Context: an optimization exercise on an open-source flow, tuned for small area, a short achievable clock period and few clock cycles per item. The choices shown serve that exercise and are no tape-out recipe. In this exercise RTL edits were held to simulation tests only and were not proved equivalent to the original. Power figures rest on the tool's default switching activity, not on a simulated workload.

**flow/flow/run.sh**
```bash
#!/bin/bash
# The standard ORFS layout with two changes to how it is made: the port buffers are a
# plain buffer cell (buf_2) instead of the delay cell buffer_ports picks by default, and
# the resizer may swap a cell for any cell of the same function, not only one with the
# same footprint. Synthesis is the standard one, run unchanged.
set -uo pipefail
bash standard.sh synth > flow_synth.log 2>&1 || exit 1
bash standard.sh MATCH_CELL_FOOTPRINT=0 \
    "BUFFER_PORTS_ARGS=-buffer_cell sky130_fd_sc_hd__buf_2" finish > flow_layout.log 2>&1 || exit 1
```
**flow/standard.sh**
```bash
#!/bin/bash
# synth_recipe.tcl (not shown) runs the flow's synth.tcl, then flattens the netlist and writes it again
# the make line also repeats each setting of config.mk as NAME=value (left out here)
make -C /OpenROAD-flow-scripts/flow DESIGN_CONFIG=/design/flow/config.mk WORK_HOME=/design/flow/orfs CLKGATE_MAP_FILE= SYNTH_SCRIPT=/design/flow/synth_recipe.tcl "${@:-finish}"
```
**flow/config.mk**
```make
export PLATFORM = sky130hd
export DESIGN_NAME = data_cache
export DESIGN_NICKNAME = data_cache
export VERILOG_FILES = /design/flow/design.v
export SDC_FILE = /design/flow/constraint.sdc
export NUM_CORES = 4
export LEC_CHECK = 0
export CAP_MARGIN = 30
export CORE_MARGIN = 2
export CORE_UTILIZATION = 40
export CTS_CLUSTER_DIAMETER = 80
export CTS_CLUSTER_SIZE = 25
export PLACE_DENSITY = 0.6
export SETUP_SLACK_MARGIN = 1.2
export SLEW_MARGIN = 20
export SYNTH_HIERARCHICAL = 1
```
**flow/constraint.sdc**
```tcl
create_clock -name core_clock -period 5.5 [get_ports {CLK}]
set_input_delay 1.1000 -clock core_clock [delete_from_list [all_inputs] [get_ports {CLK}]]
set_output_delay 1.1000 -clock core_clock [all_outputs]
set_load 0.01 [all_outputs]
```
**flow/design.v**
```verilog
module data_cache #(
    parameter int INDEX_BITS = 3
) (
    input  logic         CLK,
    input  logic         RESET,
    input  logic [3:0]   READ,
    input  logic [2:0]   WRITE,
    input  logic [31:0]  ADDRESS,
    input  logic [31:0]  WRITEDATA,
    output logic [31:0]  READDATA,
    output logic         BUSY_WAIT,
    output logic         MEM_READ,
    output logic         MEM_WRITE,
    output logic [27:0]  MEM_ADDRESS,
    output logic [127:0] MEM_WRITEDATA,
    input  logic [127:0] MEM_READDATA,
    input  logic         MEM_BUSYWAIT
);
    localparam int TAG_BITS = 28 - INDEX_BITS;
    localparam int LINES = 1 << INDEX_BITS;
    logic [127:0] data_arr [LINES];
    logic [TAG_BITS-1:0] tag_arr [LINES];
    logic [LINES-1:0] valid, dirty;
    logic [INDEX_BITS-1:0] idx;
    logic [TAG_BITS-1:0] tag, victim_tag;
    logic [31:0] pick_line, pick_mem;
    logic [LINES-1:0] dec, match;
    logic [127:0] line;
    logic [31:0] store_lanes;
    logic [15:0] byte_sel;
    logic [3:0] e0, e1, ex;
    logic [31:0] line_word [LINES];
    logic [31:0] word, mem_word;
    logic [3:0] wsel;
    logic is_b, is_h, is_w, sgnd;
    logic [LINES-1:0] fill_l, wb_l, store_l;
    logic wr_req, req, hit, victim_dirty;
    assign idx = ADDRESS[4 +: INDEX_BITS];
    assign tag = ADDRESS[31 -: TAG_BITS];
    assign wr_req = WRITE[2];
    assign req = READ[3] | WRITE[2];
    dc_decode u_dec (.a(idx), .y(dec));
    for (genvar i = 0; i < LINES; i++) begin : g_match
        dc_tag_match u_match (.stored(tag_arr[i]), .valid(valid[i]), .tag(tag), .match(match[i]));
    end
    assign hit = |(dec & match);
    assign victim_dirty = |(dec & valid & dirty);
    dc_select #(.W(128)) u_line (.d({data_arr[7], data_arr[6], data_arr[5], data_arr[4],
                                     data_arr[3], data_arr[2], data_arr[1], data_arr[0]}),
                                 .sel(dec), .y(line));
    dc_select #(.W(TAG_BITS)) u_vtag (.d({tag_arr[7], tag_arr[6], tag_arr[5], tag_arr[4],
                                          tag_arr[3], tag_arr[2], tag_arr[1], tag_arr[0]}),
                                      .sel(dec), .y(victim_tag));
    assign MEM_WRITE = req && !hit && victim_dirty;
    assign MEM_READ = req && !hit && !victim_dirty;
    assign MEM_ADDRESS = victim_dirty ? {victim_tag, idx} : ADDRESS[31:4];
    assign MEM_WRITEDATA = line;
    assign BUSY_WAIT = !hit && (victim_dirty || MEM_BUSYWAIT);
    assign is_b = (READ[1:0] == 2'b00);
    assign is_h = (READ[1:0] == 2'b01);
    assign is_w = READ[1];
    assign sgnd = !READ[2];
    always_comb begin
        for (int k = 0; k < 4; k++) begin
            wsel[k] = (ADDRESS[3:2] == 2'(k));
            e0[k] = is_b ? (ADDRESS[1:0] == 2'(k)) :
                    is_h ? (ADDRESS[1] == 1'(k/2) && (k%2 == 0)) : (k == 0);
            e1[k] = !is_b && (is_h ? (ADDRESS[1] == 1'(k/2) && (k%2 == 1)) : (k == 1));
            ex[k] = sgnd && (is_b ? (ADDRESS[1:0] == 2'(k)) :
                             is_h ? (ADDRESS[1] == 1'(k/2) && (k%2 == 1)) : 1'b0);
        end
    end
    for (genvar i = 0; i < LINES; i++) begin : g_word
        dc_word_select u_word (.l(data_arr[i]), .sel(wsel), .y(line_word[i]));
    end
    dc_select #(.W(32)) u_word (.d({line_word[7], line_word[6], line_word[5], line_word[4],
                                    line_word[3], line_word[2], line_word[1], line_word[0]}),
                                .sel(dec), .y(word));
    dc_word_select u_mem_word (.l(MEM_READDATA), .sel(wsel), .y(mem_word));
    dc_extract u_ext_line (.w(word), .e0(e0), .e1(e1), .ex(ex), .eu(is_w), .eb(sgnd && is_b),
                           .y(pick_line));
    dc_extract u_ext_mem (.w(mem_word), .e0(e0), .e1(e1), .ex(ex), .eu(is_w), .eb(sgnd && is_b),
                          .y(pick_mem));
    assign READDATA = hit ? pick_line : pick_mem;
    always_comb begin
        for (int k = 0; k < 4; k++) begin
            if (WRITE[1])
                store_lanes[8*k +: 8] = WRITEDATA[8*k +: 8];
            else if (WRITE[0])
                store_lanes[8*k +: 8] = WRITEDATA[8*(k%2) +: 8];
            else
                store_lanes[8*k +: 8] = WRITEDATA[7:0];
        end
        for (int j = 0; j < 16; j++)
            byte_sel[j] = wr_req && wsel[j/4] &&
                          (WRITE[1] || (WRITE[0] ? (ADDRESS[1] == 1'((j%4)/2))
                                                 : (ADDRESS[1:0] == 2'(j%4))));
    end
    always_comb begin
        for (int i = 0; i < LINES; i++) begin
            fill_l[i] = dec[i] && req && !match[i] && !(valid[i] && dirty[i]) && !MEM_BUSYWAIT;
            wb_l[i] = dec[i] && req && !match[i] && valid[i] && dirty[i] && !MEM_BUSYWAIT;
            store_l[i] = dec[i] && match[i] && wr_req;
        end
    end
    always_ff @(posedge CLK) begin
        for (int i = 0; i < LINES; i++) begin
            if (RESET) begin
                valid[i] <= 1'b0;
                dirty[i] <= 1'b0;
            end else if (fill_l[i]) begin
                valid[i] <= 1'b1;
                dirty[i] <= wr_req;
            end else if (wb_l[i]) begin
                dirty[i] <= 1'b0;
            end else if (store_l[i]) begin
                dirty[i] <= 1'b1;
            end
        end
    end
    always_ff @(posedge CLK) begin
        for (int i = 0; i < LINES; i++) begin
            if (fill_l[i]) tag_arr[i] <= tag;
            for (int j = 0; j < 16; j++)
                if (fill_l[i] || (store_l[i] && byte_sel[j]))
                    data_arr[i][8*j +: 8] <= byte_sel[j] ? store_lanes[8*(j%4) +: 8]
                                                         : MEM_READDATA[8*j +: 8];
        end
    end
endmodule
module dc_decode (
    input  logic [2:0] a,
    output logic [7:0] y
);
    always_comb
        for (int i = 0; i < 8; i++)
            y[i] = (a == 3'(i));
endmodule
module dc_tag_match (
    input  logic [24:0] stored,
    input  logic        valid,
    input  logic [24:0] tag,
    output logic        match
);
    assign match = valid && (stored == tag);
endmodule
module dc_select #(
    parameter int W = 128
) (
    input  logic [8*W-1:0] d,
    input  logic [7:0]     sel,
    output logic [W-1:0]   y
);
    always_comb begin
        y = '0;
        for (int i = 0; i < 8; i++)
            y = y | (d[W*i +: W] & {W{sel[i]}});
    end
endmodule
module dc_word_select (
    input  logic [127:0] l,
    input  logic [3:0]   sel,
    output logic [31:0]  y
);
    always_comb begin
        y = '0;
        for (int k = 0; k < 4; k++)
            y = y | (l[32*k +: 32] & {32{sel[k]}});
    end
endmodule
module dc_extract (
    input  logic [31:0] w,
    input  logic [3:0]  e0,
    input  logic [3:0]  e1,
    input  logic [3:0]  ex,
    input  logic        eu,
    input  logic        eb,
    output logic [31:0] y
);
    always_comb begin
        logic [7:0] b0, b1;
        logic sgn;
        b0 = '0;
        b1 = '0;
        sgn = 1'b0;
        for (int k = 0; k < 4; k++) begin
            b0 = b0 | (w[8*k +: 8] & {8{e0[k]}});
            b1 = b1 | (w[8*k +: 8] & {8{e1[k]}});
            sgn = sgn | (w[8*k+7] & ex[k]);
        end
        y = {(w[31:16] & {16{eu}}) | {16{sgn}}, b1 | {8{sgn && eb}}, b0};
    end
endmodule
```
==> notes.md <==
-- Yosys stat by module (local to each module, per instance), excerpt --
module,cells,area (sq um),flops+latches,copies in the design
dc_tag_match,34,279,0,8
dc_decode,8,65.1,0,1
dc_extract,80,534,0,2
data_cache,1869,41200,1240,1
dc_word_select,108,706,0,9
-- layout make-up --
cell class	count	area share (%)
clock buffers	75	2.33
clock inverters	21	0.406
flip-flops and latches	1240	53.5
multi-input cells	2770	29.3
well taps	1930	3.49
inverters	20	0.108
repair buffers	898	10.8
diodes	16	0.0578
-- timing repair --
action | in CTS | in global routing
endpoints found under the setup margin | 90 | 139
gates cloned | 27 | 7
hold buffers | 0 | 0
gates resized for setup | 236 | 134
pin swaps | 96 | 23
buffers inserted | 100 | 24
-- power by group --
part	switching, W	internal, W
combinational	0.00207	0.00102
clock	0.00319	0.00224
sequential	0.0000850	0.0106
-- flip-flops by register name, summed over array words and instances, names as in the netlist --
name	count
data_arr	1024
tag_arr	200
dirty	8
valid	8
-- placed cells by master, fill, tap and decap left out, types with 12 or more instances in the layout --
| cell | n |
|---|---|
| nand2_1 | 391 |
| o21ai_0 | 58 |
| nor4_2 | 22 |
| nor4_1 | 12 |
| nor2_1 | 27 |
| mux2i_1 | 16 |
| buf_2 | 356 |
| mux2_2 | 80 |
| xnor2_1 | 72 |
| xor2_1 | 127 |
| buf_4 | 363 |
| nand2_2 | 16 |
| edfxtp_1 | 1224 |
| a22oi_2 | 87 |
| a22oi_1 | 1297 |
| buf_12 | 55 |
| diode_2 | 16 |
| buf_6 | 73 |
| nand4_1 | 205 |
| o21ai_1 | 128 |
| mux2_4 | 45 |
| nand3_1 | 25 |
| a21o_1 | 21 |
| inv_1 | 19 |
| clkbuf_16 | 85 |
| dfxtp_1 | 16 |
-- per-layer routing --
layer | track usage (%) | vias up | wire (um)
li1 | - | 19200 | -
met1 | 40.7 | 23800 | 91000
met2 | 47.5 | 3958 | 108000
met3 | 14.2 | 901 | 40200
met4 | 16.3 | 42 | 16900
met5 | 1.95 | - | 911
-- cells by family after synthesis --
group                     Yosys count  synth area share (%)
AOI/OAI and AO/OA                1652                  20.2
DFF                              1240                  62.6
and+or+nand+nor                   759                  6.28
buffers and inverters             369                  5.22
xor gates and xnor gates          200                  2.96
muxes                             145                  2.72
other                               1               0.00633
-- path summary, 6_finish.rpt --
check / end / from / slack [ns]
max: READDATA[3] / ADDRESS[2] / 0.65
min: dirty[7] / dirty[7] / 0.49
max reg2reg: data_arr[4][93] / tag_arr[4][0] / 1.20
min reg2reg: dirty[7] / dirty[7] / 0.49
-- per-stage QoR --
step           utilization (%)  total power [W]  hold WS [ns]  worst slack (ns)  instance area [sq um]
2_1_floorplan                -           0.0122         0.452              1.21                  59300
3_3_place_gp              43.2           0.0135         0.473             0.164                  63700
3_5_place_dp              43.3           0.0135         0.476             0.151                  63800
4_1_cts                   46.2           0.0190         0.491             0.874                  68100
5_1_grt                   47.0           0.0196         0.517             0.697                  69200
6_report                  47.0           0.0192         0.493             0.649                  69300
-- critical path, delay by kind of cell --
kind	cells	cell delay, ns
and+or+nand+nor	3	1.07
AOI/OAI and AO/OA	2	0.66
buffers and inverters	3	0.52
muxes	1	0.37
==> results.sh <==
export IMPL_run_status="timing/DRC/antenna clean"
export IMPL_cp_required_ns=4.40
export IMPL_wl_per_cell_um=36.9
export IMPL_synth_edf_count=1224
export IMPL_die_x_um=389
export IMPL_final_setup_tns_ns=0
export IMPL_io_pins=393
export IMPL_synthFlopType="edfxtp_1"
export IMPL_clk_path_buf_depth=3
export IMPL_multi_input_area_sq_um=20300
export IMPL_drive_gt1_share_pct=26.3
export IMPL_clkSinkCount=1240
export IMPL_crit_path_end_kind="output port"
export IMPL_max_stage_delay_ns=0.49
export IMPL_htree_levels=2
export IMPL_power_density_nw_per_um2=277
export IMPL_dp_hpwl_um=173000
export IMPL_final_fill_count=13000
export IMPL_synthesis_area_sq_um=59200
export IMPL_design_core_area_sq_um=147000
export IMPL_track_usage_pct=32.5
export IMPL_avgSynthCellArea_sq_um=13.6
export IMPL_min_period_ns=4.85
export IMPL_grt_max_degree=46
export IMPL_reg2reg_depth=20
export IMPL_insertion_delay_ns=0.77
export IMPL_clock_skew_ns=0.0410
export IMPL_via_count=47800
export IMPL_place_congestion=1.02
export IMPL_area_growth_pct=17.0
export IMPL_drtAntennaViolNets=0
export IMPL_synthArstFlopShare_pct=0
export IMPL_clock_fmax_mhz=206
export IMPL_path_class="primary input to output port"
export IMPL_netlist_instances=4366
export IMPL_grt_pass1_wl_um=346000
export IMPL_crit_chain="buf_16 > and2_4 > buf_4 > a22oi_1 > nand2_1 > a22oi_1 > nand2_1 > mux2_4 > buf_6"
export IMPL_seq_area_sq_um=37100
export IMPL_wirelength_um=257000
export IMPL_vdd_drop_max_mv=0.287
export IMPL_ys_warn_count=18
export IMPL_maxSlewViolCount=0
export IMPL_final_setup_viol_count=0
export IMPL_dieArea_sq_um=151000
export IMPL_antenna_found_initial=26
export IMPL_row_count=141
export IMPL_stdcell_count=6970
export IMPL_fin_crit_sh_pct=88.2
export IMPL_first_global_vias=44700
export IMPL_tightest_slew_ns=1.00
export IMPL_cts_tree="done"
export IMPL_critPathSlowestCell="a22oi_1"
export IMPL_cp_max_fo=27
export IMPL_ys_ff_latch=1240
export IMPL_critPathLaunchType="primary input"
export IMPL_dp_cells=6679
export IMPL_slew_headroom_pct=32.3
export IMPL_yosys_top_cells_count="a22oi_1, edfxtp_1, nand2_1, nand4_1, o21ai_0"
export IMPL_synth_area_leaders="edfxtp_1, a22oi_1, buf_6"
export IMPL_vias_per_cell=6.86
export IMPL_yosysTopAreaCell="edfxtp_1"
export IMPL_drt_pass1_iter_count=14
export IMPL_drt_iter0_drc=8317
export IMPL_numPortBuffers=392
export IMPL_start_util_pct=40.2
export IMPL_final_net_count=5193
export IMPL_arrival_ns=3.75
export IMPL_fp_dieH_um=389
export IMPL_drc_errors=0
export IMPL_overflow=0
export IMPL_yosysUniqueCellTypes=53
export IMPL_synth_most_common_cell="a22oi_1"
export IMPL_leakage_nw=23.9
export IMPL_hold_class="flop to flop"
export IMPL_grt_setup_unrepaired="true"
export IMPL_holdPathStages=2
export IMPL_cts_root_buf="clkbuf_16"
export IMPL_hold_viol=0
export IMPL_synth_top_area_share_pct=62.1
export IMPL_drv_cap=0
export IMPL_ys_seq_area_share_pct=62.6
export IMPL_clkTransAtPathRegs_ns=0.10
export IMPL_numCtsBuffers=61
Testbench counts, summed over its fixed seeds: cycles 66,184, accesses 24,000.

afterwards: timing with drivers on the ports:
The results above use ideal ports. As a check the final layout listed here was re-extracted and re-timed, cells and wires unchanged.
Step 1 (the two cells are an assumption about what drives the block):
set clk [get_ports {CLK}]
set_driving_cell -lib_cell sky130_fd_sc_hd__clkbuf_16 $clk
set_driving_cell -lib_cell sky130_fd_sc_hd__buf_2 [delete_from_list [all_inputs] $clk]
Step 2 times the ports against the registers' clock, not the clock port: input delays grow and output delays shrink by t, the midpoint of the rising clock arrivals with the driver on.
Slacks: no drivers / after step 1 / after step 2; pairs: no drivers / after step 1.
t, ns: 0.828
slack for setup (ns): 0.649 / 0.509 / 0.298
hold slack, ns: 0.493 / 0.493 / 0.493
worst register clock-pin slew, ns: 0.11 / 0.11
pins driven straight from the clock port: 1
After both steps setup and hold are still met in this run. The setup slack of this run moves by -0.140 ns with the drivers and by -0.351 ns with both steps.
